This design comes from an exercise in tuning for a short achievable clock period and few clock cycles on the open sky130 flow, not from production work. Function was checked by simulation only, so behaviour that the tests miss may differ from the original. Power is estimated from default activity; no workload was simulated.

==> inputs of job 9743 <==
## cpu_top
module cpu_top (
    input  logic             clk,
    input  logic             rst_n,
    input  logic [32-1:0] instr,
    output logic [32-1:0] i_addr,
    input  logic [32-1:0] mem_rd_data,
    output logic [32-1:0] mem_addr,
    output logic [32-1:0] mem_wr_data,
    output logic             mem_wr,
    output logic             halted
);
export LEC_CHECK = 0
export CAP_MARGIN = 35
export CORE_MARGIN = 2
export CORE_UTILIZATION = 55
export PLACE_DENSITY = 0.7
export SETUP_SLACK_MARGIN = 3.8
export SLEW_MARGIN = 35
export SYNTH_HIERARCHICAL = 1
export SYNTH_MINIMUM_KEEP_SIZE = 0
create_clock -name core_clock -period 7.0 [get_ports {clk}]
run.sh (not shown) runs the stock make flow with config.mk's settings and CLKGATE_MAP_FILE= SYNTH_SCRIPT=/design/flow/synth_recipe.tcl, a recipe that flattens the netlist after the stock synthesis.
==> inputs of job 4742, as changes to job 9743 <==
--- a/flow/design.v
+++ b/flow/design.v
@@ -96,27 +96,28 @@
 endmodule
 `timescale 1ns/100ps
 module hazard_unit (
     input  logic [5-1:0] id_rs,
     input  logic [5-1:0] id_rt,
     input  logic               id_use_rs,
     input  logic               id_use_rt,
+    input  logic               id_branch,
     input  logic [5-1:0] ex_dest,
     input  logic               ex_valid,
     input  logic               ex_mem_rd,
     output logic               fwd_rs,
     output logic               fwd_rt,
     output logic               stall
 );
     logic hit_rs, hit_rt;
     assign hit_rs = ex_valid && (ex_dest != '0) && (ex_dest == id_rs);
     assign hit_rt = ex_valid && (ex_dest != '0) && (ex_dest == id_rt);
     assign fwd_rs = hit_rs;
     assign fwd_rt = hit_rt;
-    assign stall = ex_mem_rd && ((hit_rs && id_use_rs) || (hit_rt && id_use_rt));
+    assign stall = (hit_rs && id_use_rs && (ex_mem_rd || !id_branch)) || (hit_rt && id_use_rt);
 endmodule
 `timescale 1ns/100ps
 module exec_unit (
     input  logic              op_add,
     input  logic              op_sub,
     input  logic              op_and,
     input  logic              op_or,
@@ -237,64 +238,58 @@
     output logic [5-1:0] rs2,
     output logic [5-1:0] rd,
     output logic [32-1:0]   reg_wr_data,
     output logic               reg_wr,
     output logic               halted
 );
     localparam int PCW   = 32 - 2;    
-    localparam int BHT_AW = 6;
-    localparam int BHT_N  = 1 << BHT_AW;
     localparam int NREGS  = 1 << 5;
     logic [PCW-1:0]    pc;
     logic [PCW-1:0]    f_pc1, f_tgt;
     logic [5:0]        f_op;
     logic              f_is_j, f_is_br, f_static, f_pred;
-    logic [1:0]        bht [BHT_N];
-    logic              f_known, f_zero;
+    logic              f_known, f_zero, wb_is0, d_zero;
     logic [NREGS-1:0]  zflag, oflag;
     logic              d_is_dec, m_is0, m_is1;
     logic [5-1:0] f_dest, d_dest;
     logic              f_is_dec;
     logic              d_valid;
     logic [32-1:0]  d_instr;
     logic [PCW-1:0]    d_alt;
     logic              d_pred;
-    logic              d_static;
-    logic [BHT_AW-1:0] d_bidx;
     logic              dec_add, dec_sub, dec_and, dec_or, dec_slt;
     logic              dec_use_imm, dec_mem_rd, dec_mem_wr;
     logic              dec_branch, dec_branch_nz, dec_jump, dec_halt;
     logic              dec_use_rs, dec_use_rt;
     logic [5-1:0] dec_dest;
     logic [32-1:0]  dec_imm;
     logic              haz_fwd_rs, haz_fwd_rt, stall;
     logic              e_valid;
     logic              e_add, e_sub, e_and, e_or, e_slt;
     logic              e_mem_rd, e_mem_wr, e_branch, e_nz, e_halt;
     logic              e_fwd_a;
     logic [5-1:0] e_dest;
     logic [32-1:0]  e_a, e_b, e_sd;
     logic              e_za;
-    logic              e_pred, e_static;
+    logic              e_pred;
     logic [PCW-1:0]    e_alt;
-    logic [BHT_AW-1:0] e_bidx;
     logic [32-1:0]  x_a, x_b, x_sd, x_res;
     logic              x_zero, x_taken, mispred, halting;
     logic              m_valid, m_mem_rd, m_wr;
     logic [5-1:0] m_dest;
     logic [32-1:0]  m_res, m_sd;
     logic              m_zero;
     logic [32-1:0]  wb_data;
     assign i_addr = {pc, 2'b00};
     assign f_op    = instr[31:26];
     assign f_is_j  = (f_op == cpu_pkg::OP_J);
     assign f_is_br = (f_op == cpu_pkg::OP_BEQZ) || (f_op == cpu_pkg::OP_BNEZ);
     assign f_static = (f_op == cpu_pkg::OP_BNEZ) || instr[15];
     assign f_pred   = f_is_j || (f_is_br && (f_known ? (f_zero ^ f_op[0]) :
-                                                       (f_static ^ !bht[pc[BHT_AW-1:0]][1])));
+                                                       f_static));
     logic [5-1:0] f_rs;
     logic               f_rs0, f_id_wr, f_ex_wr, f_m_wr, f_v_known, f_v_zero, f_v_one;
     assign f_rs      = instr[25:21];
     assign f_rs0     = (f_rs == '0);
     assign f_id_wr   = d_valid && (d_dest == f_rs);
     assign f_ex_wr   = e_valid && (e_dest == f_rs);
     assign f_m_wr    = m_valid && (m_dest == f_rs);
@@ -344,30 +339,29 @@
                       (instr[15:0] == 16'hffff);
     always_ff @(posedge clk) begin
         if (!stall) begin
             d_instr  <= instr;
             d_dest   <= f_dest;
             d_is_dec <= f_is_dec;
             d_pred   <= f_pred;
-            d_static <= f_static;
             d_alt    <= f_pred ? f_pc1 : f_tgt;
-            d_bidx   <= pc[BHT_AW-1:0];
         end
     end
     assign rs1 = d_instr[25:21];
     assign rs2 = d_instr[20:16];
     decode u_decode (
         .instr(d_instr),
         .op_add(dec_add), .op_sub(dec_sub), .op_and(dec_and), .op_or(dec_or), .op_slt(dec_slt),
         .use_imm(dec_use_imm), .mem_rd(dec_mem_rd), .mem_wr(dec_mem_wr),
         .branch(dec_branch), .branch_nz(dec_branch_nz), .jump(dec_jump), .halt(dec_halt),
         .use_rs(dec_use_rs), .use_rt(dec_use_rt), .dest(dec_dest), .imm(dec_imm)
     );
     hazard_unit u_hazard (
         .id_rs(rs1), .id_rt(rs2), .id_use_rs(dec_use_rs), .id_use_rt(dec_use_rt),
+        .id_branch(dec_branch),
         .ex_dest(e_dest), .ex_valid(e_valid), .ex_mem_rd(e_mem_rd),
         .fwd_rs(haz_fwd_rs), .fwd_rt(haz_fwd_rt), .stall(stall)
     );
     always_ff @(posedge clk) begin
         if (!rst_n)
             e_valid <= 1'b0;
         else
@@ -381,49 +375,35 @@
         e_slt    <= dec_slt;
         e_mem_rd <= dec_mem_rd;
         e_mem_wr <= dec_mem_wr;
         e_branch <= dec_branch;
         e_nz     <= dec_branch_nz;
         e_halt   <= dec_halt;
         e_dest   <= dec_dest;
-        e_a      <= haz_fwd_rs ? x_res : bus_a;
-        e_za     <= (bus_a == '0);
-        e_b      <= (haz_fwd_rt && !dec_use_imm) ? x_res : (dec_use_imm ? dec_imm : bus_b);
-        e_sd     <= haz_fwd_rt ? x_res : bus_b;
+        e_a      <= bus_a;
+        e_za     <= d_zero;
+        e_b      <= dec_use_imm ? dec_imm : bus_b;
+        e_sd     <= bus_b;
         e_fwd_a  <= haz_fwd_rs;
         e_pred   <= d_pred;
-        e_static <= d_static;
         e_alt    <= d_alt;
-        e_bidx   <= d_bidx;
     end
     assign x_a  = e_a;
     assign x_b  = e_b;
     assign x_sd = e_sd;
     exec_unit u_exec (
         .op_add(e_add), .op_sub(e_sub), .op_and(e_and), .op_or(e_or), .op_slt(e_slt),
         .src_a(x_a), .src_b(x_b), .alu_res(x_res)
     );
     assign x_zero  = e_fwd_a ? m_zero : e_za;
     assign x_taken = x_zero ^ e_nz;
     assign mispred = e_valid && e_branch && (x_taken != e_pred);
     assign halting = e_valid && e_halt;
     always_ff @(posedge clk) begin
         if (!rst_n) begin
-            for (int i = 0; i < BHT_N; i++)
-                bht[i] <= 2'b10;
-        end else if (e_valid && e_branch) begin
-            if (x_taken == e_static) begin
-                if (bht[e_bidx] != 2'b11) bht[e_bidx] <= bht[e_bidx] + 2'b01;
-            end else begin
-                if (bht[e_bidx] != 2'b00) bht[e_bidx] <= bht[e_bidx] - 2'b01;
-            end
-        end
-    end
-    always_ff @(posedge clk) begin
-        if (!rst_n) begin
             m_valid <= 1'b0;
             m_wr    <= 1'b0;
             halted  <= 1'b0;
         end else begin
             m_valid <= e_valid;
             m_wr    <= e_valid && e_mem_wr;
             if (halting)
@@ -442,20 +422,22 @@
     assign mem_addr    = m_res;
     assign mem_wr_data = m_sd;
     assign mem_wr      = m_wr;
     assign wb_data     = m_mem_rd ? mem_rd_data : m_res;
     assign reg_wr_data = wb_data;
     assign rd          = m_dest;
     assign reg_wr      = m_valid;
+    assign wb_is0 = m_mem_rd ? (mem_rd_data == '0) : m_is0;
+    assign d_zero = (m_valid && (m_dest != '0) && (m_dest == rs1)) ? wb_is0 : zflag[rs1];
     always_ff @(posedge clk) begin
         if (!rst_n) begin
             zflag <= '1;
             oflag <= '0;
         end else if (m_valid && (m_dest != '0)) begin
-            zflag[m_dest] <= (wb_data == '0);
+            zflag[m_dest] <= wb_is0;
             oflag[m_dest] <= (wb_data == 32'd1);
         end
     end
 endmodule
 `timescale 1ns/100ps
 module cpu_top (
     input  logic             clk,
==> notes <==
Between job 9743 and job 4742, the lower sequential power is in job 4742 (gap about 10%, measured against job 4742).
Sequential cell count: job 9743 is higher than job 4742 (148).
Against job 4742, the synthesized cell count of job 9743 is higher by about 11%.
Global-route usage: job 4742 is higher than job 9743 (0.65 points).
In job 9743 the setup slack is worse than in job 4742, by 0.077 ns.
Testbench counts of job 9743, summed over its fixed seeds: cycles 350,824.
Testbench counts of job 4742, summed over its fixed seeds: cycles 354,653.

static timing again, ports no longer ideal:
The results above use ideal ports. As a check the final layouts listed here were re-extracted and re-timed, cells and wires unchanged. Step 1 (the two cells are an assumption about what drives the block):
set clk [get_ports {clk}]
set_driving_cell -lib_cell sky130_fd_sc_hd__clkbuf_16 $clk
set_driving_cell -lib_cell sky130_fd_sc_hd__buf_2 [delete_from_list [all_inputs] $clk]
Step 2 adds t to the input delays and takes it off the output delays; t is the mean of the earliest and latest rising clock arrival at the registers after step 1. Input paths then give back, and output paths get back, about the clock's delay inside the block. Slacks: no drivers / after step 1 / after step 2; pairs: no drivers / after step 1.
run	shift t [ns]	setup slack, ns	hold slack, ns	slew at the worst register clock pin (ns)	pins driven straight from the clock port
job 9743	0.889	3.356 / 3.356 / 2.637	0.320 / 0.320 / 0.320	0.07 / 0.07	1
job 4742	0.863	3.433 / 3.450 / 2.587	0.321 / 0.321 / 0.321	0.07 / 0.07	1
After both steps setup and hold are still met in every run listed. The setup slack of job 4742, which loses most, moves by +0.017 ns with the drivers and by -0.846 ns with both steps.
